What follows belongs to an exercise in optimizing a design on an open flow for small area, a short achievable clock period and few clock cycles; a production flow would make more cautious choices. At most, simulation tests tie the RTL to the original design; equivalence was not proved. Only the layout flow was run in runs 1 and 3 to 6; the RTL was not checked for function there. Power and IR drop assume default switching activity.

===== flow/flow/run.sh =====
#!/bin/bash
# the standard layout, with its timing repair aiming for a larger setup margin
set -euo pipefail
bash standard.sh SETUP_SLACK_MARGIN=6.5 finish > standard.log 2>&1

===== flow/standard.sh =====
#!/bin/bash
# synth_recipe.tcl (not shown) runs the flow's synth.tcl, then flattens the netlist and writes it again
# the make line also repeats each setting of config.mk as NAME=value (left out here)
make -C /OpenROAD-flow-scripts/flow DESIGN_CONFIG=/design/flow/config.mk WORK_HOME=/design/flow/orfs CLKGATE_MAP_FILE= SYNTH_SCRIPT=/design/flow/synth_recipe.tcl "${@:-finish}"

===== flow/config.mk =====
export PLATFORM = sky130hd
export DESIGN_NAME = chip8_cpu
export DESIGN_NICKNAME = chip8_cpu
export VERILOG_FILES = /design/flow/design.v
export SDC_FILE = /design/flow/constraint.sdc
export NUM_CORES = 4
export LEC_CHECK = 0
export ABC_CLOCK_PERIOD_IN_PS = 3000
export CAP_MARGIN = 20
export CORE_MARGIN = 2
export CORE_UTILIZATION = 40
export SETUP_SLACK_MARGIN = 5
export SLEW_MARGIN = 20

===== flow/design.v =====
`timescale 1ns/1ns
`default_nettype none
package chip8_bus_pkg;
  typedef logic [11:0] addr_t;
  typedef logic [7:0] data_t;
  localparam addr_t PROGRAM_START = 12'h200;
  localparam addr_t INSTR_BYTES = 12'd2;
endpackage
`default_nettype wire
`timescale 1ns/1ns
`default_nettype none
package chip8_isa_pkg;
  typedef logic [3:0] reg_idx_t;
  typedef struct packed {
    logic [3:0] op;
    reg_idx_t x;
    reg_idx_t y;
    logic [3:0] n;
  } nib_view_t;
  typedef struct packed {
    logic [3:0] op;
    reg_idx_t x;
    logic [7:0] kk;
  } imm_view_t;
  typedef struct packed {
    logic [3:0] op;
    logic [11:0] nnn;
  } addr_view_t;
  typedef union packed {
    nib_view_t nib;
    imm_view_t imm;
    addr_view_t addr;
  } opcode_t;
  localparam logic [3:0] OP_SYS = 4'h0;
  localparam logic [3:0] OP_JP = 4'h1;
  localparam logic [3:0] OP_CALL = 4'h2;
  localparam logic [3:0] OP_SE_IMM = 4'h3;
  localparam logic [3:0] OP_SNE_IMM = 4'h4;
  localparam logic [3:0] OP_SE_REG = 4'h5;
  localparam logic [3:0] OP_LD_IMM = 4'h6;
  localparam logic [3:0] OP_ADD_IMM = 4'h7;
  localparam logic [3:0] OP_ALU = 4'h8;
  localparam logic [3:0] OP_SNE_REG = 4'h9;
  localparam logic [3:0] OP_LD_I = 4'hA;
  localparam logic [3:0] OP_JP_V0 = 4'hB;
  localparam logic [3:0] OP_MISC = 4'hF;
  localparam logic [7:0] MISC_GET_DT = 8'h07;
  localparam logic [7:0] MISC_SET_DT = 8'h15;
  localparam logic [7:0] MISC_ADD_I = 8'h1E;
  localparam logic [7:0] MISC_BCD = 8'h33;
  localparam logic [7:0] MISC_STORE = 8'h55;
  localparam logic [7:0] MISC_LOAD = 8'h65;
  localparam logic [15:0] OPC_RET = 16'h00EE;
  localparam reg_idx_t FLAG_REG = 4'hF;
endpackage
`default_nettype wire
`timescale 1ns/1ns
`default_nettype none
module chip8_alu (
  input wire [3:0] op,
  input wire chip8_bus_pkg::data_t kk,
  input wire chip8_bus_pkg::data_t a,
  input wire chip8_bus_pkg::data_t b,
  input wire inv_a,
  input wire inv_b,
  input wire use_kk,
  input wire chip8_bus_pkg::data_t timer,
  output chip8_bus_pkg::data_t result,
  output logic wr,
  output logic flag,
  output logic flag_en,
  output logic skip
);
  logic [3:0] n;
  logic is_alu;
  chip8_bus_pkg::data_t p;
  chip8_bus_pkg::data_t q;
  logic [8:0] sum;
  logic eq_ab;
  logic eq_ak;
  assign n = kk[3:0];
  assign is_alu = (op == chip8_isa_pkg::OP_ALU);
  assign p = a ^ {8{inv_a}};
  assign q = (use_kk ? kk : b) ^ {8{inv_b}};
  assign sum = {1'b0, p} + {1'b0, q} + {8'd0, inv_a | inv_b};
  assign eq_ab = (a == b);
  assign eq_ak = (a == kk);
  always_comb begin
    result = a;
    flag = 1'b0;
    flag_en = 1'b0;
    case (n)
      4'h0: result = b;
      4'h1: result = a | b;
      4'h2: result = a & b;
      4'h3: result = a ^ b;
      4'h4: begin
        result = sum[7:0];
        flag = sum[8];
        flag_en = 1'b1;
      end
      4'h5: begin
        result = sum[7:0];
        flag = sum[8];
        flag_en = 1'b1;
      end
      4'h6: begin
        result = a >> 1;
        flag = a[0];
        flag_en = 1'b1;
      end
      4'h7: begin
        result = sum[7:0];
        flag = sum[8] & ~eq_ab;
        flag_en = 1'b1;
      end
      4'hE: begin
        result = a << 1;
        flag = a[7];
        flag_en = 1'b1;
      end
      default: ;
    endcase
    case (op)
      chip8_isa_pkg::OP_LD_IMM: result = kk;
      chip8_isa_pkg::OP_ADD_IMM: result = sum[7:0];
      chip8_isa_pkg::OP_MISC: result = timer;
      default: ;
    endcase
    flag_en = flag_en & is_alu;
  end
  always_comb begin
    wr = 1'b0;
    skip = 1'b0;
    case (op)
      chip8_isa_pkg::OP_SE_IMM: skip = eq_ak;
      chip8_isa_pkg::OP_SNE_IMM: skip = ~eq_ak;
      chip8_isa_pkg::OP_SE_REG: skip = (n == 4'h0) & eq_ab;
      chip8_isa_pkg::OP_SNE_REG: skip = (n == 4'h0) & ~eq_ab;
      chip8_isa_pkg::OP_LD_IMM: wr = 1'b1;
      chip8_isa_pkg::OP_ADD_IMM: wr = 1'b1;
      chip8_isa_pkg::OP_ALU: wr = 1'b1;
      chip8_isa_pkg::OP_MISC: wr = (kk == chip8_isa_pkg::MISC_GET_DT);
      default: ;
    endcase
  end
endmodule
`default_nettype wire
`timescale 1ns/1ns
`default_nettype none
module chip8_regfile (
  input wire clk,
  input wire reset,
  input wire chip8_isa_pkg::reg_idx_t rd_x_idx,
  input wire chip8_isa_pkg::reg_idx_t rd_y_idx,
  input wire wr_en,
  input wire chip8_isa_pkg::reg_idx_t wr_idx,
  input wire chip8_bus_pkg::data_t wr_data,
  input wire flag_wr_en,
  input wire flag_data,
  output chip8_bus_pkg::data_t rd_x_data,
  output chip8_bus_pkg::data_t rd_y_data,
  output chip8_bus_pkg::data_t v0_data
);
  chip8_bus_pkg::data_t regs [16];
  assign rd_x_data = regs[rd_x_idx];
  assign rd_y_data = regs[rd_y_idx];
  assign v0_data = regs[0];
  chip8_bus_pkg::data_t wd;
  logic fd;
  assign wd = wr_data & {8{~reset}};
  assign fd = flag_data & ~reset;
  always_ff @(posedge clk) begin
    for (int r = 0; r < 15; r++) begin
      if (reset || (wr_en && wr_idx == 4'(r))) regs[r] <= wd;
    end
    if (reset || flag_wr_en) regs[15] <= {7'd0, fd};
    else if (wr_en && wr_idx == 4'd15) regs[15] <= wd;
  end
endmodule
`default_nettype wire
`timescale 1ns/1ns
`default_nettype none
module chip8_call_stack #(
  parameter int STACK_DEPTH = 16
) (
  input wire clk,
  input wire reset,
  input wire push,
  input wire pop,
  input wire chip8_bus_pkg::addr_t push_addr,
  output chip8_bus_pkg::addr_t top
);
  localparam int IDX_W = $clog2(STACK_DEPTH);
  localparam logic [IDX_W:0] FULL_COUNT = (IDX_W + 1)'(STACK_DEPTH);
  chip8_bus_pkg::addr_t entries [STACK_DEPTH];
  logic [IDX_W:0] count;
  logic [IDX_W-1:0] top_idx;
  assign top_idx = count[IDX_W-1:0] - IDX_W'(1);
  assign top = entries[top_idx];
  always_ff @(posedge clk or posedge reset) begin
    if (reset) begin
      count <= '0;
    end else if (push) begin
      count <= count + 1'b1;
    end else if (pop) begin
      count <= count - 1'b1;
    end
  end
  always_ff @(posedge clk) begin
    if (push) entries[count[IDX_W-1:0]] <= push_addr;
  end
endmodule
`default_nettype wire
`timescale 1ns/1ns
`default_nettype none
module chip8_delay_timer #(
  parameter int TICK_DIV = 64
) (
  input wire clk,
  input wire reset,
  input wire load,
  input wire chip8_bus_pkg::data_t load_value,
  output chip8_bus_pkg::data_t value
);
  localparam int CNT_W = $clog2(TICK_DIV + 1);
  localparam logic [CNT_W-1:0] LAST = CNT_W'(TICK_DIV - 1);
  logic [CNT_W-1:0] div_cnt;
  logic tick;
  assign tick = (div_cnt == LAST);
  always_ff @(posedge clk or posedge reset) begin
    if (reset) begin
      div_cnt <= '0;
      value <= '0;
    end else begin
      div_cnt <= tick ? '0 : div_cnt + 1'b1;
      if (load) begin
        value <= load_value;
      end else if (tick && value != '0) begin
        value <= value - 8'd1;
      end
    end
  end
endmodule
`default_nettype wire
`timescale 1ns/1ns
`default_nettype none
module chip8_control (
  input wire clk,
  input wire reset,
  input wire mem_req_ready,
  input wire mem_rsp_valid,
  input wire chip8_bus_pkg::data_t mem_rdata,
  input wire chip8_bus_pkg::data_t rd_x_data,
  input wire chip8_bus_pkg::data_t rd_y_data,
  input wire chip8_bus_pkg::data_t v0_data,
  input wire chip8_bus_pkg::addr_t stack_top,
  input wire chip8_bus_pkg::data_t timer_value,
  output logic mem_req_valid,
  output logic mem_req_write,
  output chip8_bus_pkg::addr_t mem_addr,
  output chip8_bus_pkg::data_t mem_wdata,
  output chip8_isa_pkg::reg_idx_t rd_x_idx,
  output chip8_isa_pkg::reg_idx_t rd_y_idx,
  output logic wr_en,
  output chip8_isa_pkg::reg_idx_t wr_idx,
  output chip8_bus_pkg::data_t wr_data,
  output logic flag_wr_en,
  output logic flag_data,
  output logic stack_push,
  output logic stack_pop,
  output chip8_bus_pkg::addr_t push_addr,
  output logic timer_load,
  output chip8_bus_pkg::data_t timer_load_value
);
  localparam logic [1:0] MK_STORE = 2'd0;
  localparam logic [1:0] MK_BCD = 2'd1;
  localparam logic [1:0] MK_LOAD = 2'd2;
  logic rq_v;
  logic rq_w;
  chip8_bus_pkg::addr_t rq_a;    
  chip8_bus_pkg::data_t rq_d;
  logic [1:0] ocnt;      
  logic [1:0] dcnt;      
  logic use_npc;         
  chip8_bus_pkg::addr_t npc;   
  logic half;            
  logic squash;          
  chip8_bus_pkg::data_t hi_q;
  logic hi_jp, hi_call, hi_00, hi_f;
  chip8_bus_pkg::data_t lo_q;
  logic ir_v;            
  chip8_bus_pkg::data_t opx;
  chip8_bus_pkg::data_t opy;
  chip8_isa_pkg::reg_idx_t xidx;
  chip8_bus_pkg::addr_t i_reg;
  logic m_iss;           
  logic [1:0] m_kind;
  logic [3:0] mcnt;      
  logic [3:0] mlast;
  logic l_act;           
  logic l_pend;          
  logic kept;            
  logic [3:0] lidx;
  logic inv_a, inv_b, use_kk;    
  logic [3:0] op;
  assign op = hi_q[7:4];
  chip8_bus_pkg::data_t e_data;
  logic e_wr, e_flag, e_flag_en, e_skip;
  chip8_alu chip8_alu_inst (
    .op, .kk(lo_q), .a(opx), .b(opy), .inv_a, .inv_b, .use_kk, .timer(timer_value),
    .result(e_data), .wr(e_wr), .flag(e_flag), .flag_en(e_flag_en), .skip(e_skip)
  );
  logic dzero, en_ib, en_hi, en_lo, en_lo_ok, en_ld;
  logic rsp, ib, hi_b, lo_b, lo_ok, ld_rsp;
  logic r_jc, r_ret, r_redir, r_mop;
  logic lo_mop, lo_store, lo_bcd, lo_load;
  logic e_redir, redirect;
  logic acc_rd, slot_free, stalled_rd, room;
  logic [1:0] ocnt_a;
  chip8_bus_pkg::addr_t tgt;
  chip8_bus_pkg::addr_t npc_inc;
  chip8_bus_pkg::addr_t bnnn_tgt;
  chip8_bus_pkg::addr_t a_seq;
  chip8_bus_pkg::addr_t a_base;
  chip8_bus_pkg::addr_t a_free;
  assign rsp = mem_rsp_valid;
  assign dzero = (dcnt == 2'd0);
  assign en_ib = dzero & ~l_act;
  assign en_hi = en_ib & ~half;
  assign en_lo = en_ib & half;
  assign en_lo_ok = en_lo & ~squash;
  assign en_ld = dzero & l_act;
  assign ib = rsp & en_ib;
  assign hi_b = rsp & en_hi;
  assign lo_b = rsp & en_lo;
  assign lo_ok = rsp & en_lo_ok;
  assign ld_rsp = rsp & en_ld;
  assign lo_store = (mem_rdata == chip8_isa_pkg::MISC_STORE);
  assign lo_bcd = (mem_rdata == chip8_isa_pkg::MISC_BCD);
  assign lo_load = (mem_rdata == chip8_isa_pkg::MISC_LOAD);
  assign lo_mop = lo_store | lo_bcd | lo_load;
  assign r_jc = lo_ok & (hi_jp | hi_call);
  assign r_ret = lo_ok & hi_00 & (mem_rdata == 8'hEE);
  assign r_redir = r_jc | r_ret;
  assign r_mop = lo_ok & hi_f & lo_mop;
  assign e_redir = ir_v & (op == chip8_isa_pkg::OP_JP_V0);
  assign redirect = r_redir | e_redir;
  assign acc_rd = rq_v & mem_req_ready & ~rq_w;
  assign slot_free = ~rq_v | mem_req_ready;
  assign stalled_rd = rq_v & ~mem_req_ready & ~rq_w;
  assign ocnt_a = ocnt + {1'b0, acc_rd} - {1'b0, rsp};
  assign room = (ocnt_a != 2'd2);
  assign npc_inc = npc + 12'd1;
  assign bnnn_tgt = {hi_q[3:0], lo_q} + chip8_bus_pkg::addr_t'(v0_data);
  always_comb begin
    if (r_ret) tgt = stack_top;
    else if (r_jc) tgt = {hi_q[3:0], mem_rdata};
    else tgt = bnnn_tgt;
  end
  assign push_addr = npc_inc;
  assign stack_push = lo_ok & hi_call;
  assign stack_pop = r_ret;
  assign rd_x_idx = (m_iss && m_kind == MK_STORE) ? mcnt : xidx;
  assign rd_y_idx = mem_rdata[7:4];
  assign timer_load_value = opx;
  assign timer_load = ir_v & (op == chip8_isa_pkg::OP_MISC) & (lo_q == chip8_isa_pkg::MISC_SET_DT);
  assign flag_wr_en = ir_v & e_flag_en;
  assign flag_data = e_flag;
  always_comb begin
    if (ld_rsp) begin
      wr_en = 1'b1;
      wr_idx = lidx;
      wr_data = mem_rdata;
    end else begin
      wr_en = ir_v & e_wr;
      wr_idx = hi_q[3:0];
      wr_data = e_data;
    end
  end
  logic [1:0] h_dig;
  logic [3:0] t_dig;
  logic [3:0] u_dig;
  chip8_bus_pkg::data_t bcd_d;
  assign h_dig = (rd_x_data >= 8'd200) ? 2'd2 : ((rd_x_data >= 8'd100) ? 2'd1 : 2'd0);
  assign t_dig = 4'((opx / 8'd10) % 8'd10);
  assign u_dig = 4'(opx % 8'd10);
  assign bcd_d = mcnt[1] ? 8'(u_dig) : (mcnt[0] ? 8'(t_dig) : 8'(h_dig));
  logic m_first;         
  logic s_go, c_go, f_go;
  logic [1:0] s_kind;
  logic [3:0] s_last;
  assign s_kind = lo_store ? MK_STORE : (lo_bcd ? MK_BCD : MK_LOAD);
  assign s_last = lo_bcd ? 4'd2 : hi_q[3:0];
  assign s_go = slot_free & (~lo_load | room);
  assign c_go = slot_free & m_iss & ((m_kind != MK_LOAD) | room);
  assign f_go = slot_free & ~m_iss & ~r_mop & room;
  logic keep;
  chip8_bus_pkg::addr_t wr_off;
  logic wr_hits;
  assign wr_off = npc_inc - i_reg;
  assign wr_hits = ~lo_load & (wr_off[11:4] == 8'd0) & (wr_off[3:0] <= s_last);
  assign keep = (ocnt_a == 2'd1) & ~stalled_rd & ~wr_hits;
  assign a_seq = rq_v ? rq_a + 12'd1 : rq_a;
  always_comb begin
    if (m_iss) a_base = m_first ? i_reg : a_seq;
    else if (e_redir) a_base = bnnn_tgt;
    else if (use_npc) a_base = kept ? npc_inc : npc;
    else a_base = a_seq;
  end
  always_comb begin
    if (r_ret) a_free = stack_top;
    else if (r_jc) a_free = {hi_q[3:0], mem_rdata};
    else if (r_mop) a_free = i_reg;
    else a_free = a_base;
  end
  assign mem_req_valid = rq_v;
  assign mem_req_write = rq_w;
  assign mem_addr = rq_a;
  assign mem_wdata = rq_d;
  always_ff @(posedge clk) begin
    if (slot_free) begin
      rq_w <= r_mop ? ~lo_load : (m_iss & (m_kind != MK_LOAD));
      rq_a <= a_free;
      rq_d <= r_mop ? (lo_bcd ? 8'(h_dig) : v0_data) : ((m_kind == MK_BCD) ? bcd_d : rd_x_data);
    end
    if (hi_b) begin
      hi_q <= mem_rdata;
      hi_jp <= (mem_rdata[7:4] == chip8_isa_pkg::OP_JP);
      hi_call <= (mem_rdata[7:4] == chip8_isa_pkg::OP_CALL);
      hi_00 <= (mem_rdata == 8'h00);
      hi_f <= (mem_rdata[7:4] == chip8_isa_pkg::OP_MISC);
      xidx <= mem_rdata[3:0];
    end
    lo_q <= mem_rdata;
    if (!(m_iss && m_kind == MK_BCD)) opx <= rd_x_data;
    opy <= rd_y_data;
    if (r_mop) mlast <= s_last;
    inv_a <= (op == chip8_isa_pkg::OP_ALU) && (mem_rdata[3:0] == 4'h7);
    inv_b <= (op == chip8_isa_pkg::OP_ALU) && (mem_rdata[3:0] == 4'h5);
    use_kk <= (op == chip8_isa_pkg::OP_ADD_IMM);
    if (!l_act) lidx <= '0;
    else if (ld_rsp) lidx <= lidx + 4'd1;
  end
  always_ff @(posedge clk or posedge reset) begin
    if (reset) begin
      rq_v <= 1'b0;
      ocnt <= '0;
      dcnt <= '0;
      kept <= 1'b0;
      l_pend <= 1'b0;
      use_npc <= 1'b1;
      npc <= chip8_bus_pkg::PROGRAM_START;
      half <= 1'b0;
      squash <= 1'b0;
      ir_v <= 1'b0;
      i_reg <= '0;
      m_iss <= 1'b0;
      m_first <= 1'b0;
      m_kind <= '0;
      mcnt <= '0;
      l_act <= 1'b0;
    end else begin
      ocnt <= ocnt_a;
      if (redirect) npc <= tgt;
      else if (ib) npc <= npc_inc;
      if (redirect || (r_mop && !keep)) dcnt <= ocnt_a + {1'b0, stalled_rd};
      else if (r_mop) dcnt <= 2'd0;
      else if (rsp && !dzero) dcnt <= dcnt - 2'd1;
      if (r_mop) kept <= keep;
      else if (rsp && dzero) kept <= 1'b0;
      if (redirect) half <= 1'b0;
      else if (ib) half <= ~half;
      ir_v <= lo_ok & ~r_redir & ~r_mop;
      if (lo_b) squash <= 1'b0;
      else if (ir_v && e_skip) squash <= 1'b1;
      if (ir_v) begin
        if (op == chip8_isa_pkg::OP_LD_I) i_reg <= {hi_q[3:0], lo_q};
        else if (op == chip8_isa_pkg::OP_MISC && lo_q == chip8_isa_pkg::MISC_ADD_I)
          i_reg <= i_reg + chip8_bus_pkg::addr_t'(opx);
      end
      if (r_mop) begin
        l_act <= lo_load & ~keep;
        l_pend <= lo_load & keep;
      end else if (rsp && dzero && kept) begin
        l_act <= l_pend;
        l_pend <= 1'b0;
      end else if (ld_rsp && lidx == mlast) begin
        l_act <= 1'b0;
      end
      if (slot_free) rq_v <= r_mop ? s_go : (m_iss ? c_go : room);
      if (r_mop) use_npc <= 1'b1;
      else if (redirect) use_npc <= ~slot_free;
      else if (f_go) use_npc <= 1'b0;
      if (r_mop) begin
        m_kind <= s_kind;
        m_first <= ~slot_free;
        if (s_go) begin
          m_iss <= (s_last != 4'd0);
          mcnt <= 4'd1;
        end else begin
          m_iss <= 1'b1;
          mcnt <= 4'd0;
        end
      end else begin
        if (slot_free) m_first <= 1'b0;
        if (c_go) begin
          m_iss <= (mcnt != mlast);
          mcnt <= mcnt + 4'd1;
        end
      end
    end
  end
endmodule
`default_nettype wire
`timescale 1ns/1ns
`default_nettype none
module chip8_cpu #(
  parameter int TICK_DIV = 64,
  parameter int STACK_DEPTH = 16
) (
  input wire clk,
  input wire reset,
  input wire mem_req_ready,
  input wire mem_rsp_valid,
  input wire chip8_bus_pkg::data_t mem_rdata,
  output logic mem_req_valid,
  output logic mem_req_write,
  output chip8_bus_pkg::addr_t mem_addr,
  output chip8_bus_pkg::data_t mem_wdata
);
  chip8_isa_pkg::reg_idx_t rd_x_idx;
  chip8_isa_pkg::reg_idx_t rd_y_idx;
  chip8_isa_pkg::reg_idx_t wr_idx;
  chip8_bus_pkg::data_t rd_x_data;
  chip8_bus_pkg::data_t rd_y_data;
  chip8_bus_pkg::data_t v0_data;
  chip8_bus_pkg::data_t wr_data;
  chip8_bus_pkg::data_t timer_value;
  chip8_bus_pkg::data_t timer_load_value;
  chip8_bus_pkg::addr_t stack_top;
  chip8_bus_pkg::addr_t push_addr;
  logic wr_en;
  logic flag_wr_en;
  logic flag_data;
  logic stack_push;
  logic stack_pop;
  logic timer_load;
  chip8_control chip8_control_inst (
    .clk, .reset,
    .mem_req_ready, .mem_rsp_valid, .mem_rdata,
    .rd_x_data, .rd_y_data, .v0_data,
    .stack_top, .timer_value,
    .mem_req_valid, .mem_req_write, .mem_addr, .mem_wdata,
    .rd_x_idx, .rd_y_idx,
    .wr_en, .wr_idx, .wr_data, .flag_wr_en, .flag_data,
    .stack_push, .stack_pop, .push_addr,
    .timer_load, .timer_load_value
  );
  chip8_regfile chip8_regfile_inst (
    .clk, .reset, .rd_x_idx, .rd_y_idx,
    .wr_en, .wr_idx, .wr_data, .flag_wr_en, .flag_data,
    .rd_x_data, .rd_y_data, .v0_data
  );
  chip8_call_stack #(.STACK_DEPTH(STACK_DEPTH)) chip8_call_stack_inst (
    .clk, .reset, .push(stack_push), .pop(stack_pop), .push_addr, .top(stack_top)
  );
  chip8_delay_timer #(.TICK_DIV(TICK_DIV)) chip8_delay_timer_inst (
    .clk, .reset, .load(timer_load), .load_value(timer_load_value), .value(timer_value)
  );
endmodule
`default_nettype wire

===== flow/constraint.sdc =====
create_clock -name core_clock -period 10.0 [get_ports {clk}]
set_input_delay 2.0000 -clock core_clock [delete_from_list [all_inputs] [get_ports {clk}]]
set_output_delay 2.0000 -clock core_clock [all_outputs]
set_load 0.01 [all_outputs]

==> flow_summary.ini, run 1 <==
[outcome]
run_status = no timing/DRC/antenna violations

[grt]
grtUsageTotal_pct = 27.6
grt_antenna_before_repair = 1
grt_pass1_wl_um = 135000
grt.overflow.total = 0
grt_pass1_vias = 20000
grt_start_max_net_pins = 62

[cts]
cts_hold_buf = 0
clk_pin_slew_ns = 0.07
h-tree-depth = 2
numCtsBuffers = 50
clock-sinks = 451
cts_tree = built
clockBufferDepth = 3
cts-root-buf = clkbuf_16
insertion_delay_ns = 0.67

[sta]
setup_tns_ns = 0
slew_headroom_pct = 25.6
hold_viol = 0
period_needed_ns = 3.85
slew_violations = 0
fin_skew_ns = 0.0734
setup_viol = 0
worst_pin_slew_ns = 1.11
rsz0062_at_grt = true
fmax_mhz = 259
period_share_pct = 38.5

[pwr]
cellPowerDensity_nw_per_um2 = 251
p_int_w = 0.00489
cellLeakagePower_nw = 11.3
net-switching-power_w = 0.00291
total_power_w = 0.00780
combinationalPowerShare_pct = 39.8
pwr-share-clk_pct = 26.0
vdd_drop_max_uv = 167
seq_power_share_pct = 34.2
p_sw_share_pct = 37.3

[yosys]
netlist_area_um2 = 25400
postSynthCellCount = 2308
syn_nets = 2401
ys.flop_type = edfxtp_1
syn_area_per_cell_um2 = 11.0
synthDistinctLibCells = 88
synth-seq-cells = 451
synth_edf_count = 358
yosysWarnings = 6
async_flop_share_pct = 14.0
seq_area_frac_synth_pct = 50.8

[critical_path]
cp.required_ns = 10.56
worstPathCellList = buf_12, nor4bb_4, nand4_1, nand2b_1, inv_2, ha_4, nor2b_4, o21ai_2, nand2b_1, a21oi_2, a41oi_2, nor4_1, nand4_1, a22o_1, a22o_1
r2r_slack_ns = 6.33
cp_top_family = simple AND/OR/NAND/NOR gates
startpoint_type = input pin
crit_type = in2reg
crit_arrival_ns = 4.42
critical_path.max_fanout = 4
critPathCaptureType = flip-flop
cp_slowest_stage_delay_ns = 0.30
cp.buffers_inverters = 2
crit_slowest_cell = a22o_1

[routing]
vias = 20700
dr.pass1.iters = 6
routed_wl_um = 92600
drc_errors = 0
drt-wirelength-per-cell_um = 28.1
viasPerCell = 6.26
ant_nets = 0
drt_iter0_drc = 2671

[cells_and_area]
largest_reg_flops = 192
antenna_cells = 0
final_nets = 2509
design_area_um2 = 31100
area_growth_pct = 22.1
drive_gt1_share_pct = 21.7

[floorplan]
core_area_um2 = 63000
fp.dieArea_um2 = 65600
rows = 92
die_y_um = 256
die_w_um = 256
start_util_pct = 40.4
io_pins = 34

[place]
place_hpwl_um = 60400
numPortBuffers = 33
gp_congestion = 1.01
dpl_cell_area_um2 = 27300

[hold_path]
worstHoldPathType = reg2reg

[run]
maxCapViolCount = 0
## layout make-up
| cell class | count | area (µm²) |
|---|---|---|
| clock buffer | 54 | 1270 |
| clock inverter | 38 | 537 |
| fill | 5586 | 31900 |
| inverter | 99 | 405 |
| multi-input combinational | 1625 | 12800 |
| sequential | 451 | 12900 |
| tap | 846 | 1060 |
| timing repair buffer | 188 | 2030 |
| timing repair inverter | 1 | 5.00 |
## power groups by stage
| stage | Combinational [W] | Sequential (W) | Clock (W) |
|---|---|---|---|
| 2_1_floorplan | 0.00196 | 0.00256 | 0 |
| 3_3_place_gp | 0.00271 | 0.00271 | 0 |
| 3_5_place_dp | 0.00276 | 0.00271 | 0 |
| 4_1_cts | 0.00297 | 0.00266 | 0.00205 |
| 5_1_grt | 0.00332 | 0.00269 | 0.00211 |
| 6_report | 0.00311 | 0.00267 | 0.00203 |
## kinds of logic after synthesis
family,count (synthesis),share of synthesized area (%)
buffers and inverters,234,3.58
DFF,451,50.8
muxes,162,9.47
xor gates and xnor gates,129,4.44
AOI/OAI and AO/OA,540,14.0
adders and majority gates,83,4.24
and+or+nand+nor,709,13.4
## stage by stage
step,hold slack [ns],cells,setup slack (ns),utilization (%)
6_report,0.466,3302,6.15,49.3
5_1_grt,0.489,3302,6.08,49.3
4_1_cts,0.471,3269,6.21,48.3
3_5_place_dp,0.463,3102,4.29,43.3
3_3_place_gp,0.446,3102,4.38,43.3
2_1_floorplan,0.433,2308,5.75,-
## repair_timing
item / CTS / global route
setup endpoints to repair: 522 / 200
pin swaps: 40 / 42
cloned: 13 / 1
gates resized for setup: 166 / 84
setup buffers: 62 / 32
## layout by cell type (no fill, tap or decap), types with 22 or more instances in the layout
cell / synthesis / layout
clkbuf_16: 0 / 51
a22oi_1: 34 / 32
nor3_1: 63 / 52
dfxtp_1: 30 / 26
ha_1: 75 / 67
o21ai_0: 133 / 109
mux2i_1: 83 / 75
mux4_2: 58 / 58
dfrtp_1: 61 / 59
nor2_4: 0 / 22
edfxtp_1: 358 / 358
o22ai_1: 30 / 29
nand2_1: 211 / 183
o21ai_1: 5 / 23
buf_4: 2 / 111
xor2_1: 62 / 58
xnor2_1: 67 / 62
and3_1: 27 / 25
a21oi_1: 118 / 105
nor2_1: 177 / 148
nand3_1: 62 / 58
nand2b_1: 35 / 34
inv_1: 97 / 92
## synth_stat cells, types with 13 or more instances
library cell / instances / area, µm²
edfxtp_1: 358 / 10800
nand3b_1: 14 / 105
o21ai_0: 133 / 666
nand3_1: 62 / 310
o211ai_1: 21 / 158
a211oi_1: 23 / 173
nor2_1: 177 / 664
a31oi_1: 23 / 144
a221oi_1: 18 / 158
dfrtp_1: 61 / 1530
inv_1: 97 / 364
clkbuf_1: 108 / 405
a22oi_1: 34 / 255
nor4_1: 13 / 81.3
and3_1: 27 / 169
and2_1: 14 / 87.6
dfxtp_1: 30 / 601
nand2b_1: 35 / 219
a22o_1: 20 / 175
buf_1: 16 / 60.1
nor2b_1: 25 / 156
a21oi_1: 118 / 591
xnor2_1: 67 / 587
xor2_1: 62 / 543
nand4_1: 19 / 119
ha_1: 75 / 938
nand2_1: 211 / 792
mux4_2: 58 / 1310
nor3_1: 63 / 315
o22ai_1: 30 / 188
mux2_2: 16 / 180
mux2i_1: 83 / 831
## final timing paths
kind,start,end,cells past startpoint
worst min-delay path,chip8_delay_timer_inst.div_cnt[0],chip8_delay_timer_inst.div_cnt[0],1
worst max-delay path,mem_rdata[3],chip8_control_inst.kept,15
worst min register to register,chip8_delay_timer_inst.div_cnt[0],chip8_delay_timer_inst.div_cnt[0],1
worst max register to register,chip8_control_inst.npc[0],chip8_control_inst.kept,13
min in group asynchronous,reset,chip8_control_inst.mcnt[2],3
max in group asynchronous,reset,chip8_call_stack_inst.count[0],4
## layer usage
| layer | up-vias | routed length, µm | track usage [%] |
|---|---|---|---|
| li1 | 8916 | - | - |
| met1 | 10200 | 37500 | 37.3 |
| met2 | 1208 | 40600 | 42.1 |
| met3 | 349 | 8370 | 4.86 |
| met4 | 2 | 6160 | 15.0 |
| met5 | - | 11 | 0 |
==> run 2: changes to the inputs <==
--- a/flow/design.v
+++ b/flow/design.v
@@ -397,10 +397,11 @@
   assign f_go = slot_free & ~m_iss & ~r_mop & room;
   logic keep;
   chip8_bus_pkg::addr_t wr_off;
-  logic wr_hits;
+  logic wr_near;
   assign wr_off = npc_inc - i_reg;
-  assign wr_hits = ~lo_load & (wr_off[11:4] == 8'd0) & (wr_off[3:0] <= s_last);
-  assign keep = (ocnt_a == 2'd1) & ~stalled_rd & ~wr_hits;
+  assign wr_near = (wr_off[11:4] == 8'd0) &
+                   ((wr_off[3:0] <= hi_q[3:0]) | (wr_off[3:0] <= 4'd2));
+  assign keep = (ocnt_a == 2'd1) & ~stalled_rd & ~wr_near;
   assign a_seq = rq_v ? rq_a + 12'd1 : rq_a;
   always_comb begin
     if (m_iss) a_base = m_first ? i_reg : a_seq;
==> flow_summary.ini, run 2 <==
[outcome]
run_status = no timing/DRC/antenna violations

[critical_path]
crit_arrival_ns = 3.91
r2r_cells = 9
critPathCaptureType = flip-flop
crit_type = in2reg
critical_path.max_fanout = 8
cp_top_family = compound AO/OA/AOI/OAI gates
r2r_slack_ns = 6.50
worstPathCellList = clkdlybuf4s15_2, nor2b_4, nand4_1, a21boi_2, nand2_4, inv_16, nor2_1, a31oi_1, a21oi_1, a221o_1
r2r_start = chip8_control_inst.m_kind[1]
timing.rr.end = chip8_control_inst.rq_d[1]
crit_slowest_cell = clkdlybuf4s15_2
startpoint_type = input pin
cp.buffers_inverters = 2
cp_slowest_stage_delay_ns = 0.31
cp.required_ns = 10.37

[cts]
h-tree-depth = 2
cts_tree = built
cts_hold_buf = 0
clock-sinks = 451
numCtsBuffers = 51
insertion_delay_ns = 0.64
clockBufferDepth = 3
cts-root-buf = clkbuf_16
clk_pin_slew_ns = 0.06

[routing]
dr.pass1.iters = 6
routed_wl_um = 90700
ant_nets = 0
drc_errors = 0
vias = 20200
viasPerCell = 6.17
drt-wirelength-per-cell_um = 27.7
drt_iter0_drc = 2430

[sta]
setup_tns_ns = 0
slew_violations = 0
hold_viol = 0
period_needed_ns = 3.54
fmax_mhz = 282
setup_viol = 0
period_share_pct = 35.4
whs_ns = 0.466
worst_pin_slew_ns = 0.981
slew_headroom_pct = 34.3
rsz0062_at_grt = true
fin_skew_ns = 0.0565

[place]
gp_congestion = 0.982
numPortBuffers = 33
place_hpwl_um = 60200
dp.cells = 3060

[cells_and_area]
area_growth_pct = 21.9
antenna_cells = 0
layout.cells.non_filler = 3279
utilization_pct = 49.2
fill_cells = 5591
final_common_cell = edfxtp_1
multiInputGateArea_um2 = 12800
largest_reg_flops = 192
regArea_um2 = 13000
most-common-layout-cells = 358 x edfxtp_1, 187 x nand2_1, 152 x nor2_1, 128 x buf_4, 111 x a21oi_1
drive_gt1_share_pct = 23.0
final_nets = 2485

[hold_path]
hold_path_startpoint = chip8_delay_timer_inst.div_cnt[0]
worstHoldPathType = reg2reg
whs_path_depth = 1
hold_end = chip8_delay_timer_inst.div_cnt[0]

[yosys]
synth.top_cells.by_count = 358 x edfxtp_1, 208 x nand2_1, 182 x nor2_1
yosysTopAreaCellShare_pct = 42.3
synthDistinctLibCells = 87
syn_nets = 2374
synth_edf_count = 358
ys.flop_type = edfxtp_1
postSynthCellCount = 2281
seq_area_frac_synth_pct = 50.9
yosys.area.top_type = edfxtp_1
async_flop_share_pct = 14.0
syn_area_per_cell_um2 = 11.1
synth-seq-cells = 451
yosys-top-cells-area = edfxtp_1 42%, dfrtp_1 6.0%, mux4_2 5.8%, ha_1 3.7%, nand2_1 3.1%
netlist_area_um2 = 25400
yosysMostFrequentCell = edfxtp_1
yosysWarnings = 6

[pwr]
p_sw_share_pct = 37.7
seq_power_share_pct = 33.6
cellPowerDensity_nw_per_um2 = 258
net-switching-power_w = 0.00302
combinationalPowerShare_pct = 42.0
vdd_drop_max_uv = 256
p_int_w = 0.00498
pwr-share-clk_pct = 24.4
cellLeakagePower_nw = 11.2

[grt]
grt_pass1_vias = 19300
grtUsageTotal_pct = 26.7
grt_start_max_net_pins = 62
grt_antenna_before_repair = 3
grt.overflow.total = 0
grt_pass1_wl_um = 131000

[floorplan]
io_pins = 34
rows = 92
fp.dieArea_um2 = 65500
start_util_pct = 40.3
die_w_um = 256
die_y_um = 256
core_area_um2 = 63000

[run]
maxCapViolCount = 0
## run 2: cell families (layout without fill, tap and decap cells)
| logic type | Yosys count | count (layout) | share of synthesized area, % |
|---|---|---|---|
| multiplexers | 155 | 155 | 9.50 |
| AO/OA/AOI/OAI | 539 | 539 | 14.3 |
| adder cells (fa/ha/maj) | 83 | 83 | 4.25 |
| XOR/XNOR | 124 | 124 | 4.28 |
| AND/OR/NAND/NOR | 694 | 695 | 13.2 |
| flip-flops | 451 | 451 | 50.9 |
| buffers and inverters | 235 | 386 | 3.63 |
## run 2: area by class of cell
class	instances	share of cell area, %
Sequential cell	451	41.8
Multi-Input combinational cell	1596	41.3
Timing Repair Buffer	201	6.56
Clock buffer	64	4.58
Tap cell	846	3.42
Inverter	89	1.17
Clock inverter	30	1.06
Timing Repair inverter	2	0.0566
## run 2: repair_timing
action / 4_1_cts / 5_1_grt
pin swaps: 36 / 40
resized for setup: 181 / 111
cloned: 4 / 8
buffers inserted: 66 / 47
setup endpoints to repair: 540 / 144
## run 2: per-layer routing
layer	wire length, µm	GRT usage, %
met3	7420	4.61
met5	28	0
met4	4360	10.4
met1	36600	36.1
met2	42300	42.9
## run 2: stage by stage
step | setup slack, ns | total power (W) | cell area, µm²
6_report | 6.46 | 0.00800 | 31000
5_1_grt | 6.40 | 0.00835 | 31000
4_1_cts | 6.35 | 0.00772 | 30000
3_5_place_dp | 4.07 | 0.00554 | 27000
3_3_place_gp | 4.32 | 0.00548 | 27000
2_1_floorplan | 6.02 | 0.00455 | 25900
## run 2: power groups by stage
stage | Sequential (W) | Combinational, W | Clock (W)
after detailed placement | 0.00274 | 0.00280 | 0
final | 0.00269 | 0.00336 | 0.00195
after CTS | 0.00269 | 0.00306 | 0.00197
after floorplan | 0.00257 | 0.00199 | 0
after global placement | 0.00274 | 0.00274 | 0
after global routing | 0.00271 | 0.00359 | 0.00204
## run 2: worst max-delay path by stage
stage,start,end,slack (ns),cells past startpoint
6_report,mem_rdata[0],chip8_control_inst.rq_d[1],6.46,10
5_1_grt,mem_rdata[1],chip8_control_inst.rq_d[1],6.40,10
4_1_cts,chip8_control_inst.opx[4],chip8_control_inst.rq_d[1],6.35,13
3_5_place_dp,mem_rdata[7],chip8_control_inst.rq_d[1],4.07,11
3_3_place_gp,mem_rdata[7],chip8_control_inst.rq_d[1],4.32,11
2_1_floorplan,mem_rsp_valid,chip8_call_stack_inst.entries[10][0],6.02,9
Testbench counts of run 2, summed over its fixed seeds: cycles 560,435.
==> run 3: changes to the inputs <==
--- a/flow/design.v
+++ b/flow/design.v
@@ -423,7 +423,7 @@
     if (slot_free) begin
       rq_w <= r_mop ? ~lo_load : (m_iss & (m_kind != MK_LOAD));
       rq_a <= a_free;
-      rq_d <= r_mop ? (lo_bcd ? 8'(h_dig) : v0_data) : ((m_kind == MK_BCD) ? bcd_d : rd_x_data);
+      rq_d <= m_iss ? ((m_kind == MK_BCD) ? bcd_d : rd_x_data) : (mem_rdata[1] ? 8'(h_dig) : v0_data);
     end
     if (hi_b) begin
       hi_q <= mem_rdata;
==> flow/flow/run.sh (replaced) <==
#!/bin/bash
# the standard layout, with its timing repair aiming for a larger setup margin,
# plain buffers on the ports and cell sizing not held to the same footprint
set -euo pipefail
bash standard.sh SETUP_SLACK_MARGIN=6.5 MATCH_CELL_FOOTPRINT=0 "BUFFER_PORTS_ARGS=-buffer_cell sky130_fd_sc_hd__buf_4" finish > standard.log 2>&1
==> flow_summary.ini, run 3 <==
[sta]
slew_headroom_pct = 29.8
slew_violations = 0
rsz0062_at_grt = true
worst_pin_slew_ns = 1.05
period_share_pct = 35.1
hold_viol = 0
layout_setup_ws_ns = 6.49
fmax_mhz = 285
setup_tns_ns = 0
period_needed_ns = 3.51
fin_skew_ns = 0.0263
setup_viol = 0

[place]
numPortBuffers = 33
place_hpwl_um = 55700
gp_congestion = 0.959
place_ws_ns = 5.05
dpl_cell_area_um2 = 26600

[pwr]
total_power_w = 0.00802
vdd_drop_max_uv = 175
cellPowerDensity_nw_per_um2 = 270
cellLeakagePower_nw = 10.4

[routing]
drt_iter0_drc = 2354
vias = 19500
ant_nets = 0
drt-wirelength-per-cell_um = 26.3
viasPerCell = 6.21
routed_wl_um = 82600
drc_errors = 0
dr.pass1.iters = 8

[grt]
grt.overflow.total = 0
grt_pass1_wl_um = 121000
grtUsageTotal_pct = 25.2
grt_start_max_net_pins = 61
grt_pass1_vias = 18400
grt_antenna_before_repair = 0

[cts]
clk_pin_slew_ns = 0.06
clockBufferDepth = 3
h-tree-depth = 2
numCtsBuffers = 46
cts-root-buf = clkbuf_16
cts_tree = built
insertion_delay_ns = 0.61
clock-sinks = 451
cts_hold_buf = 0

[yosys]
synth-seq-cells = 451
yosysTopAreaCellShare_pct = 42.7
syn_area_per_cell_um2 = 11.4
postSynthCellCount = 2211
netlist_area_um2 = 25200
syn_nets = 2304
synthDistinctLibCells = 92
yosysMostFrequentCell = edfxtp_1
yosysWarnings = 6
seq_area_frac_synth_pct = 51.3
yosys-top-cells-area = edfxtp_1 43%, dfrtp_1 6.1%, mux4_2 5.9%, ha_1 3.7%, xnor2_1 2.5%
ys.flop_type = edfxtp_1
synth_edf_count = 358
async_flop_share_pct = 14.0
synth.top_cells.by_count = 358 x edfxtp_1, 165 x nand2_1, 159 x nor2_1
yosys.area.top_type = edfxtp_1

[cells_and_area]
area_growth_pct = 17.9
design_area_um2 = 29700
final_nets = 2354
multiInputGateArea_um2 = 12400
fill_cells = 5555
final_common_cell = edfxtp_1
most-common-layout-cells = 358 x edfxtp_1, 148 x nand2_1, 139 x nor2_1, 110 x buf_4, 108 x o21ai_0
drive_gt1_share_pct = 21.1
regArea_um2 = 12900
largest_reg_flops = 192

[critical_path]
startpoint_type = input pin
crit_type = in2reg
crit_path_frequent_cell = a21oi_1
critical_path.max_fanout = 40
cp_slowest_stage_delay_ns = 0.64
worstPathCellList = buf_12, nor2b_1, nand2b_1, nand2_1, a21oi_1, a2111oi_0, a21oi_1
crit_slowest_cell = a2111oi_0
cp.required_ns = 10.42
critPathCaptureType = flip-flop
crit_arrival_ns = 3.93
r2r_slack_ns = 6.58

[floorplan]
die_w_um = 255
fp.dieArea_um2 = 65000
start_util_pct = 40.7
die_y_um = 255
io_pins = 34
rows = 91
core_area_um2 = 61900

[outcome]
run_status = no timing/DRC/antenna violations

[run]
maxCapViolCount = 0

[hold_path]
worstHoldPathType = reg2reg
## run 3: final cells by class
cell class              count  share of cell area, %
clock inverters            33                   1.32
repair inverters            1                 0.0168
repair buffers            143                   4.73
flip-flops and latches    451                   43.6
clock buffers              51                   4.01
diodes                      1                0.00842
inverters                  85                   1.14
well taps                 837                   3.52
multi-input cells        1533                   41.7
## run 3: logic make-up after synthesis
| group | Yosys count | synth area share [%] |
|---|---|---|
| AND/OR/NAND/NOR | 658 | 13.5 |
| AO/OA/AOI/OAI | 524 | 13.9 |
| flip-flops | 451 | 51.3 |
| buffers and inverters | 227 | 3.64 |
| multiplexers | 139 | 8.93 |
| XOR/XNOR | 128 | 4.45 |
| adder cells (fa/ha/maj) | 84 | 4.32 |
## run 3: path summary, 6_finish.rpt
check | start | end | cells past startpoint
worst max-delay path | mem_rdata[7] | chip8_control_inst.opy[1] | 7
worst min-delay path | chip8_delay_timer_inst.div_cnt[0] | chip8_delay_timer_inst.div_cnt[0] | 1
worst max register to register | chip8_control_inst.npc[0] | chip8_control_inst.l_pend | 14
worst min register to register | chip8_delay_timer_inst.div_cnt[0] | chip8_delay_timer_inst.div_cnt[0] | 1
max in group asynchronous | reset | chip8_control_inst.i_reg[1] | 3
min in group asynchronous | reset | chip8_control_inst.mcnt[3] | 2
## run 3: critical path: cells and delay by family
kind	cells	cell delay (ns)
buf+inv	1	0.20
simple gates	3	0.73
compound gates	3	0.96
## run 3: routing by layer
layer / share of wire, % / routed length [µm] / track usage [%]
met3: 8.4 / 6910 / 4.06
met2: 45 / 37200 / 39.1
met1: 43 / 35400 / 35.8
met5: 0 / 0 / 0
met4: 3.8 / 3140 / 8.72
## run 3: where the power goes
part	internal, W	total [W]	switching (W)
clock network	0.00103	0.00182	0.000786
logic	0.00147	0.00346	0.00199
registers	0.00243	0.00275	0.000314
## run 3: timing repair
item	in CTS	in global routing
cloned	1	1
pin swaps	20	23
gates resized for setup	94	74
setup endpoints to repair	441	142
buffers inserted	30	50
## run 3: through the flow
stage	hold WS, ns	cells	utilization, %
2_1_floorplan	0.433	2211	-
3_3_place_gp	0.447	2967	42.9
3_5_place_dp	0.463	2968	42.9
4_1_cts	0.471	3083	46.7
5_1_grt	0.483	3134	48.0
6_report	0.464	3135	48.0
==> run 4: changes to the inputs <==
--- a/flow/design.v
+++ b/flow/design.v
@@ -223,7 +223,7 @@
   input wire chip8_bus_pkg::data_t load_value,
   output chip8_bus_pkg::data_t value
 );
-  localparam int CNT_W = $clog2(TICK_DIV + 1);
+  localparam int CNT_W = (TICK_DIV > 1) ? $clog2(TICK_DIV) : 1;
   localparam logic [CNT_W-1:0] LAST = CNT_W'(TICK_DIV - 1);
   logic [CNT_W-1:0] div_cnt;
   logic tick;
@@ -394,19 +394,18 @@
   assign s_last = lo_bcd ? 4'd2 : hi_q[3:0];
   assign s_go = slot_free & (~lo_load | room);
   assign c_go = slot_free & m_iss & ((m_kind != MK_LOAD) | room);
-  assign f_go = slot_free & ~m_iss & ~r_mop & room;
+  assign f_go = slot_free & ~m_iss & ~r_mop & ~kept & room;
   logic keep;
-  chip8_bus_pkg::addr_t wr_off;
+  logic [3:0] i_page_up;
   logic wr_near;
-  assign wr_off = npc_inc - i_reg;
-  assign wr_near = (wr_off[11:4] == 8'd0) &
-                   ((wr_off[3:0] <= hi_q[3:0]) | (wr_off[3:0] <= 4'd2));
+  assign i_page_up = i_reg[11:8] + 4'd1;
+  assign wr_near = (npc_inc[11:8] == i_reg[11:8]) | (npc_inc[11:8] == i_page_up);
   assign keep = (ocnt_a == 2'd1) & ~stalled_rd & ~wr_near;
   assign a_seq = rq_v ? rq_a + 12'd1 : rq_a;
   always_comb begin
     if (m_iss) a_base = m_first ? i_reg : a_seq;
     else if (e_redir) a_base = bnnn_tgt;
-    else if (use_npc) a_base = kept ? npc_inc : npc;
+    else if (use_npc) a_base = npc;
     else a_base = a_seq;
   end
   always_comb begin
@@ -489,7 +488,7 @@
       end else if (ld_rsp && lidx == mlast) begin
         l_act <= 1'b0;
       end
-      if (slot_free) rq_v <= r_mop ? s_go : (m_iss ? c_go : room);
+      if (slot_free) rq_v <= r_mop ? s_go : (m_iss ? c_go : (room & ~kept));
       if (r_mop) use_npc <= 1'b1;
       else if (redirect) use_npc <= ~slot_free;
       else if (f_go) use_npc <= 1'b0;
==> flow_summary.ini, run 4 <==
[yosys]
postSynthCellCount = 2238
synth.top_cells.by_count = 358 x edfxtp_1, 177 x nand2_1, 155 x o21ai_0
yosysWarnings = 6
synth-seq-cells = 450
syn_nets = 2316
async_flop_share_pct = 13.8
synth_edf_count = 358
syn_area_per_cell_um2 = 11.2
yosysTopAreaCellShare_pct = 42.9
netlist_area_um2 = 25100
yosysMostFrequentCell = edfxtp_1
synthDistinctLibCells = 97
yosys-top-cells-area = edfxtp_1 43%, dfrtp_1 6.0%, mux4_2 5.5%, o21ai_0 3.1%, ha_1 3.0%
seq_area_frac_synth_pct = 51.5
ys.flop_type = edfxtp_1
yosys.area.top_type = edfxtp_1

[routing]
drt_iter0_drc = 2477
met3_wirelength_um = 6800
dr.pass1.iters = 8
drc_errors = 0
ant_nets = 0
wl_met2_um = 40700
routed_wl_um = 88300
drt-met1-wl_um = 36900
drt-wirelength-per-cell_um = 27.6
viasPerCell = 6.25
vias = 20000
top_layer = met4

[critical_path]
cp_top_family = compound AO/OA/AOI/OAI gates
crit_type = reg2reg
cp.required_ns = 10.33
worstPathCellList = or3b_4, clkbuf_16, mux2_2, a21oi_1, a311oi_1, o41ai_4, inv_2, o311a_4, o31ai_4, o221ai_2
cp_slowest_stage_delay_ns = 0.56
critPathCaptureType = flip-flop
crit_arrival_ns = 3.87
startpoint_type = flip-flop
crit_slowest_cell = o41ai_4
critical_path.max_fanout = 10
cp.buffers_inverters = 2

[sta]
whs_ns = 0.484
period_needed_ns = 3.54
slew_violations = 0
worst_pin_slew_ns = 1.03
rsz0062_at_grt = true
hold_viol = 0
layout_setup_ws_ns = 6.46
fin_skew_ns = 0.0441
setup_viol = 0
period_share_pct = 35.4
fmax_mhz = 282
setup_tns_ns = 0
slew_headroom_pct = 31.0

[grt]
grtUsageTotal_pct = 27.1
grt.overflow.total = 0
grt_pass1_vias = 19100
grt_start_max_net_pins = 52
grt_antenna_before_repair = 1
grt_pass1_wl_um = 129000

[floorplan]
start_util_pct = 40.6
io_pins = 34
core_area_um2 = 61800
die_y_um = 254
rows = 91
die_w_um = 254
fp.dieArea_um2 = 64700

[cts]
cts_tree = built
clock-sinks = 450
numCtsBuffers = 50
insertion_delay_ns = 0.62
clk_pin_slew_ns = 0.06
clockBufferDepth = 3
cts-root-buf = clkbuf_16
h-tree-depth = 2
cts_hold_buf = 0

[run]
maxCapViolCount = 0

[pwr]
combinationalPowerShare_pct = 45.4
vdd_drop_max_uv = 216
p_sw_share_pct = 40.3
pwr-share-clk_pct = 21.8
cellLeakagePower_nw = 10.8
p_int_w = 0.00507
seq_power_share_pct = 32.8
net-switching-power_w = 0.00342
cellPowerDensity_nw_per_um2 = 281

[cells_and_area]
most-common-layout-cells = 358 x edfxtp_1, 170 x nand2_1, 129 x buf_4, 128 x nor2_1, 126 x o21ai_0
final_common_cell = edfxtp_1
drive_gt1_share_pct = 22.0
final_nets = 2397
utilization_pct = 48.8
area_growth_pct = 20.3
largest_reg_flops = 192
antenna_cells = 0

[hold_path]
worstHoldPathType = reg2reg

[place]
numPortBuffers = 33
place_ws_ns = 4.93
gp_congestion = 0.986
place_hpwl_um = 60600

[outcome]
run_status = no timing/DRC/antenna violations
-- run 4: per-layer routing --
layer	track usage [%]	vias up
met3	3.62	189
li1	-	8665
met5	0	-
met1	37.6	10100
met2	42.5	988
met4	11.7	0
-- run 4: cells by family after synthesis --
group                    count (synthesis)  share of synthesized area [%]
adder cells (fa/ha/maj)                 67                           3.48
flip-flops                             450                           51.5
XOR/XNOR                               117                           4.09
multiplexers                           161                           9.74
AO/OA/AOI/OAI                          549                           14.4
buffers and inverters                  235                           3.72
AND/OR/NAND/NOR                        659                           13.1
-- run 4: layout make-up --
class | count | area, µm²
inverters | 92 | 384
multi-input cells | 1553 | 12400
fillers | 5437 | 31700
clock buffers | 66 | 1360
well taps | 837 | 1050
repair buffers | 172 | 1770
clock inverters | 27 | 287
flip-flops and latches | 450 | 12900
-- run 4: power groups by stage --
stage          clock (W)  sequential, W  combinational, W
4_1_cts          0.00187        0.00279           0.00362
3_3_place_gp           0        0.00283           0.00339
2_1_floorplan          0        0.00267           0.00238
5_1_grt          0.00194        0.00281           0.00411
3_5_place_dp           0        0.00283           0.00342
6_report         0.00185        0.00278           0.00386
-- run 4: through the flow --
stage / area [µm²] / instances / power (W)
3_3_place_gp: 26800 / 3006 / 0.00622
5_1_grt: 30200 / 3197 / 0.00886
2_1_floorplan: 25800 / 2238 / 0.00505
6_report: 30200 / 3197 / 0.00849
3_5_place_dp: 26800 / 3007 / 0.00625
4_1_cts: 29500 / 3152 / 0.00828
-- run 4: final timing paths --
check / start / cells past startpoint / slack [ns] / to
worst min-delay path: chip8_delay_timer_inst.div_cnt[4] / 1 / 0.48 / chip8_delay_timer_inst.div_cnt[4]
worst max-delay path: chip8_control_inst.m_kind[1] / 10 / 6.46 / chip8_control_inst.rq_d[1]
worst min register to register: chip8_delay_timer_inst.div_cnt[4] / 1 / 0.48 / chip8_delay_timer_inst.div_cnt[4]
worst max register to register: chip8_control_inst.m_kind[1] / 10 / 6.46 / chip8_control_inst.rq_d[1]
min in group asynchronous: reset / 2 / 1.63 / chip8_call_stack_inst.count[0]
max in group asynchronous: reset / 3 / 7.39 / chip8_delay_timer_inst.div_cnt[4]
-- run 4: repair_timing --
item                                    in CTS  in global routing
resized for setup                          104                 60
pin swaps                                   32                 25
setup buffers                               50                 44
cloned                                       2                  1
endpoints found under the setup margin     454                196
hold endpoints to repair                     0                  0
==> run 5: changes to the inputs <==
--- a/flow/config.mk
+++ b/flow/config.mk
@@ -5,6 +5,7 @@
 export SDC_FILE = /design/flow/constraint.sdc
 export NUM_CORES = 4
 export LEC_CHECK = 0
+export ABC_AREA = 1
 export ABC_CLOCK_PERIOD_IN_PS = 3000
 export CAP_MARGIN = 20
 export CORE_MARGIN = 2
==> flow_summary.ini, run 5 <==
[sta]
setup_viol = 0
fin_skew_ns = 0.0330
layout_setup_ws_ns = 6.45
fmax_mhz = 282
period_share_pct = 35.5
slew_violations = 0
setup_tns_ns = 0
hold_viol = 0
worst_pin_slew_ns = 1.10
rsz0062_at_grt = true
slew_headroom_pct = 26.5
period_needed_ns = 3.55

[place]
place_hpwl_um = 57600
place_ws_ns = 5.08
numPortBuffers = 33
gp_congestion = 0.997

[critical_path]
r2r_slack_ns = 6.53
worstPathCellList = buf_4, inv_1, nor2_1, inv_1, nor2_1, buf_4, nand2_1, nand3_1, a2111oi_0, o211ai_1
cp.buffers_inverters = 4
startpoint_type = input pin
cp_top_family = compound AO/OA/AOI/OAI gates
critPathCaptureType = flip-flop
critical_path.max_fanout = 8
crit_type = in2reg
crit_arrival_ns = 3.95
cp.required_ns = 10.40
cp_slowest_stage_delay_ns = 0.78
crit_slowest_cell = a2111oi_0

[floorplan]
core_area_um2 = 57900
start_util_pct = 40.6
die_w_um = 247
fp.dieArea_um2 = 60800
rows = 88
die_y_um = 247
io_pins = 34

[cells_and_area]
largest_reg_flops = 192
most-common-layout-cells = 431 x nand2_1, 358 x edfxtp_1, 265 x nor2_1, 215 x inv_1, 191 x o21ai_0
antenna_cells = 0
utilization_pct = 49.1
final_common_cell = nand2_1
drive_gt1_share_pct = 17.5
final_nets = 2687
area_growth_pct = 20.8

[routing]
routed_wl_um = 83000
viasPerCell = 5.89
ant_nets = 0
drc_errors = 0
dr.pass1.iters = 5
drt_iter0_drc = 2126
vias = 20100
drt-wirelength-per-cell_um = 24.3

[cts]
cts_tree = built
clockBufferDepth = 3
h-tree-depth = 2
cts-root-buf = clkbuf_16
insertion_delay_ns = 0.63
clock-sinks = 450
clk_pin_slew_ns = 0.06
numCtsBuffers = 50

[grt]
grt_pass1_vias = 18800
grt_start_max_net_pins = 97
grt.overflow.total = 0
grt_antenna_before_repair = 1
grt_pass1_wl_um = 121000
grtUsageTotal_pct = 26.8

[yosys]
synth.top_cells.by_count = 449 x nand2_1, 358 x edfxtp_1, 304 x nor2_1
yosys.area.top_type = edfxtp_1
yosys-top-cells-area = edfxtp_1 46%, nand2_1 7.2%, dfrtp_1 6.4%, o21ai_0 5.0%, nor2_1 4.8%
postSynthCellCount = 2485
syn_area_per_cell_um2 = 9.47
netlist_area_um2 = 23500
seq_area_frac_synth_pct = 54.8
yosysTopAreaCellShare_pct = 45.7
synth-seq-cells = 450
synthDistinctLibCells = 63
yosysWarnings = 6
synth_edf_count = 358
async_flop_share_pct = 13.8
ys.flop_type = edfxtp_1
syn_nets = 2563
yosysMostFrequentCell = nand2_1

[pwr]
cellLeakagePower_nw = 11.0
vdd_drop_max_uv = 205
cellPowerDensity_nw_per_um2 = 303

[run]
maxCapViolCount = 0

[hold_path]
worstHoldPathType = reg2reg

[outcome]
run_status = no timing/DRC/antenna violations
-- run 5: worst register-to-register path: stages (launching register included) --
cell and delay [ns]:
edfxtp_1 0.51, xnor2_2 0.19, fa_2 0.36, fa_2 0.39, o21ai_2 0.16, buf_4 0.14, xor2_2 0.19, inv_1 0.06
nand2_1 0.05, o21ai_0 0.09, a221oi_1 0.25, nand3_1 0.15, o211ai_1 0.13, nand2_1 0.14, nand2_1 0.15, nor2_4 0.05
buf_12 0.16
-- run 5: routing by layer --
metal	global-route usage (%)	part of all wire, %	routed length, µm
met5	0	0.014	12
met2	41.9	45	37600
met1	38.0	43	35300
met3	3.93	8.7	7210
met4	9.00	3.5	2890
-- run 5: per-stage QoR --
step	power (W)	cell area [µm²]	hold slack [ns]	std cells
6_report	0.00862	28400	0.471	3414
5_1_grt	0.00906	28400	0.513	3414
4_1_cts	0.00834	27600	0.479	3364
3_5_place_dp	0.00622	25200	0.471	3231
3_3_place_gp	0.00615	25200	0.445	3231
2_1_floorplan	0.00496	24100	0.429	2485
-- run 5: cell families after synthesis --
group	count (synthesis)	synth area share [%]
buf+inv	348	5.68
compound gates	578	15.4
mux	14	0.595
flops	450	54.8
xor+xnor	82	3.05
simple gates	947	16.8
fa+ha+maj	66	3.67
-- run 5: power by group --
group / total [W] / internal [W] / leakage (nW) / switching (W)
Sequential: 0.00268 / 0.00244 / 4.48 / 0.000245
Clock: 0.00194 / 0.00114 / 0.826 / 0.000805
Combinational: 0.00400 / 0.00135 / 5.67 / 0.00265
Total: 0.00862 / 0.00492 / 11.0 / 0.00370
-- run 5: worst paths after layout --
kind / to / from / depth (start not counted)
worst max-delay path: chip8_control_inst.opy[2] / mem_rdata[4] / 10
min in group asynchronous: chip8_delay_timer_inst.div_cnt[0] / reset / 2
worst max register to register: chip8_regfile_inst.regs[8][4] / chip8_control_inst.opx[0] / 16
worst min register to register: chip8_delay_timer_inst.div_cnt[0] / chip8_delay_timer_inst.div_cnt[0] / 1
max in group asynchronous: chip8_control_inst.m_kind[0] / reset / 3
worst min-delay path: chip8_delay_timer_inst.div_cnt[0] / chip8_delay_timer_inst.div_cnt[0] / 1
-- run 5: layout make-up --
type	instances	area, µm²
flip-flops and latches	450	12900
repair buffers	148	1410
clock inverters	33	449
well taps	765	957
inverters	270	1090
fillers	5351	29500
clock buffers	59	1280
repair inverters	1	5.00
multi-input cells	1688	10300
-- run 5: timing repair --
action                                  in CTS  in global routing
resized for setup                           82                117
hold buffers                                 0                  0
buffers inserted                            38                 49
gates cloned                                 3                  1
pin swaps                                   14                 42
endpoints found under the setup margin     332                254
==> run 6: changes to the inputs <==
--- a/flow/config.mk
+++ b/flow/config.mk
@@ -5,8 +5,7 @@
 export SDC_FILE = /design/flow/constraint.sdc
 export NUM_CORES = 4
 export LEC_CHECK = 0
-export ABC_AREA = 1
-export ABC_CLOCK_PERIOD_IN_PS = 3000
+export ABC_CLOCK_PERIOD_IN_PS = 2500
 export CAP_MARGIN = 20
 export CORE_MARGIN = 2
 export CORE_UTILIZATION = 40
==> flow_summary.ini, run 6 <==
[critical_path]
crit_arrival_ns = 3.87
r2r_slack_ns = 6.46
cp_slowest_stage_delay_ns = 0.56
critical_path.max_fanout = 10
worstPathCellList = or3b_4, clkbuf_16, mux2_2, a21oi_1, a311oi_1, o41ai_4, inv_2, o311a_4, o31ai_4, o221ai_2
startpoint_type = flip-flop
crit_slowest_cell = o41ai_4
cp.required_ns = 10.33
crit_type = reg2reg
critPathCaptureType = flip-flop

[yosys]
yosys-top-cells-area = edfxtp_1 43%, dfrtp_1 6.0%, mux4_2 5.5%, o21ai_0 3.1%, ha_1 3.0%
synth-seq-cells = 450
yosysWarnings = 6
syn_nets = 2316
ys.flop_type = edfxtp_1
async_flop_share_pct = 13.8
synthDistinctLibCells = 97
yosysTopAreaCellShare_pct = 42.9
netlist_area_um2 = 25100
synth_edf_count = 358
postSynthCellCount = 2238
seq_area_frac_synth_pct = 51.5
yosys.area.top_type = edfxtp_1
yosysMostFrequentCell = edfxtp_1
synth.top_cells.by_count = 358 x edfxtp_1, 177 x nand2_1, 155 x o21ai_0
syn_area_per_cell_um2 = 11.2

[routing]
viasPerCell = 6.25
drt-wirelength-per-cell_um = 27.6
drt_iter0_drc = 2477
ant_nets = 0
routed_wl_um = 88300
dr.pass1.iters = 8
drc_errors = 0
vias = 20000

[outcome]
run_status = no timing/DRC/antenna violations

[pwr]
p_int_w = 0.00507
cellPowerDensity_nw_per_um2 = 281
net-switching-power_w = 0.00342
vdd_drop_max_uv = 216
cellLeakagePower_nw = 10.8
p_sw_share_pct = 40.3
seq_power_share_pct = 32.8
combinationalPowerShare_pct = 45.4
pwr-share-clk_pct = 21.8

[floorplan]
rows = 91
fp.dieArea_um2 = 64700
io_pins = 34
core_area_um2 = 61800
start_util_pct = 40.6
die_w_um = 254
die_y_um = 254

[sta]
fin_skew_ns = 0.0441
fmax_mhz = 282
worst_pin_slew_ns = 1.03
slew_violations = 0
period_needed_ns = 3.54
rsz0062_at_grt = true
period_share_pct = 35.4
setup_tns_ns = 0
setup_viol = 0
hold_viol = 0
slew_headroom_pct = 31.0

[cts]
cts-root-buf = clkbuf_16
clock-sinks = 450
numCtsBuffers = 50
clockBufferDepth = 3
clk_pin_slew_ns = 0.06
cts_hold_buf = 0
cts_tree = built
insertion_delay_ns = 0.62
h-tree-depth = 2

[place]
gp_congestion = 0.986
dpl_cell_area_um2 = 26800
place_hpwl_um = 60600
numPortBuffers = 33

[cells_and_area]
most-common-layout-cells = 358 x edfxtp_1, 170 x nand2_1, 129 x buf_4, 128 x nor2_1, 126 x o21ai_0
final_nets = 2397
area_growth_pct = 20.3
largest_reg_flops = 192
antenna_cells = 0
drive_gt1_share_pct = 22.0
final_common_cell = edfxtp_1
design_area_um2 = 30200

[grt]
grtUsageTotal_pct = 27.1
grt_pass1_vias = 19100
grt_antenna_before_repair = 1
grt_pass1_wl_um = 129000
grt.overflow.total = 0
grt_start_max_net_pins = 52

[run]
maxCapViolCount = 0

[hold_path]
worstHoldPathType = reg2reg
## run 6: worst paths after layout
| path | start | to | cells after the start |
|---|---|---|---|
| setup / recovery | chip8_control_inst.m_kind[1] | chip8_control_inst.rq_d[1] | 10 |
| hold / removal | chip8_delay_timer_inst.div_cnt[4] | chip8_delay_timer_inst.div_cnt[4] | 1 |
| setup reg to reg | chip8_control_inst.m_kind[1] | chip8_control_inst.rq_d[1] | 10 |
| hold reg to reg | chip8_delay_timer_inst.div_cnt[4] | chip8_delay_timer_inst.div_cnt[4] | 1 |
| max in group asynchronous | reset | chip8_delay_timer_inst.div_cnt[4] | 3 |
| min in group asynchronous | reset | chip8_call_stack_inst.count[0] | 2 |
## run 6: per-layer routing
layer / part of all wire [%] / GRT usage, % / up-vias
met5: 0 / 0 / -
met4: 4.4 / 11.7 / 0
met3: 7.7 / 3.62 / 189
met2: 46 / 42.5 / 988
met1: 42 / 37.6 / 10100
li1: - / - / 8665
## run 6: worst max-delay path: cells and delay by family (launching register included)
kind	cells	cell delay [ns]
AO/OA/AOI/OAI	6	1.60
AND/OR/NAND/NOR	1	0.48
multiplexers	1	0.41
buffers and inverters	2	0.34
flip-flops	1	0.43
## run 6: cell families (layout without fill, tap and decap cells)
| kind of cell | count (synthesis) | count (layout) | synth area share (%) |
|---|---|---|---|
| buffers and inverters | 235 | 357 | 3.72 |
| DFF | 450 | 450 | 51.5 |
| and+or+nand+nor | 659 | 659 | 13.1 |
| xor gates and xnor gates | 117 | 117 | 4.09 |
| muxes | 161 | 161 | 9.74 |
| adders and majority gates | 67 | 67 | 3.48 |
| AOI/OAI and AO/OA | 549 | 549 | 14.4 |
## run 6: layout make-up
cell class                 instances  area (µm²)
timing repair buffer             172        1770
clock buffer                      66        1360
clock inverter                    27         287
fill                            5437       31700
tap                              837        1050
multi-input combinational       1553       12400
inverter                          92         384
sequential                       450       12900
## run 6: repair_timing
action	CTS	global route
buffers inserted	50	44
pin swaps	32	25
setup endpoints to repair	454	196
gates resized for setup	104	60
cloned	2	1
## run 6: metrics by stage
| stage | worst slack, ns | hold WS, ns | total power, W | utilization, % | instances |
|---|---|---|---|---|---|
| 2_1_floorplan | 6.16 | 0.445 | 0.00505 | - | 2238 |
| 3_3_place_gp | 5.00 | 0.465 | 0.00622 | 43.3 | 3006 |
| 3_5_place_dp | 4.93 | 0.474 | 0.00625 | 43.3 | 3007 |
| 4_1_cts | 6.43 | 0.487 | 0.00828 | 47.7 | 3152 |
| 5_1_grt | 6.45 | 0.497 | 0.00886 | 48.8 | 3197 |
| 6_report | 6.46 | 0.484 | 0.00849 | 48.8 | 3197 |
## run 6: power groups by stage
stage          Combinational [W]  Clock, W  Sequential, W
6_report                 0.00386   0.00185        0.00278
5_1_grt                  0.00411   0.00194        0.00281
4_1_cts                  0.00362   0.00187        0.00279
3_5_place_dp             0.00342         0        0.00283
3_3_place_gp             0.00339         0        0.00283
2_1_floorplan            0.00238         0        0.00267

[static timing again, ports no longer ideal]
Ports are ideal in the flow. The routed layouts listed here were re-timed in OpenROAD.
Step 1 (the two cells are an assumption about what drives the block):
set clk [get_ports {clk}]
set_driving_cell -lib_cell sky130_fd_sc_hd__clkbuf_16 $clk
set_driving_cell -lib_cell sky130_fd_sc_hd__buf_2 [delete_from_list [all_inputs] $clk]
Step 2 also shifts input and output timing later by t, the mid clock arrival at the registers, as if the neighbouring blocks saw the same clock.
a / b / c = no drivers / after step 1 / after step 2; a / b = the first two.
run | t, ns | slack for setup (ns) | hold WS [ns] | clock arrival spread, ns | slew at the worst register clock pin (ns)
run 1 | 0.692 | 6.145 / 6.154 / 5.462 | 0.466 / 0.466 / 0.466 | 0.074 / 0.074 | 0.07 / 0.07
run 2 | 0.675 | 6.457 / 6.487 / 5.812 | 0.466 / 0.466 / 0.466 | 0.058 / 0.058 | 0.07 / 0.07
run 3 | 0.665 | 6.490 / 6.440 / 5.775 | 0.464 / 0.464 / 0.464 | 0.027 / 0.028 | 0.07 / 0.07
run 4 | 0.664 | 6.458 / 6.458 / 5.832 | 0.484 / 0.484 / 0.484 | 0.051 / 0.050 | 0.06 / 0.06
run 5 | 0.669 | 6.450 / 6.455 / 5.814 | 0.471 / 0.471 / 0.471 | 0.042 / 0.041 | 0.07 / 0.07
run 6 | 0.664 | 6.458 / 6.458 / 5.832 | 0.484 / 0.484 / 0.484 | 0.051 / 0.050 | 0.06 / 0.06
After both steps setup and hold are still met in every run listed. For run 3, which loses most, drivers alone change the setup slack by -0.050 ns; drivers and shift together by -0.715 ns.
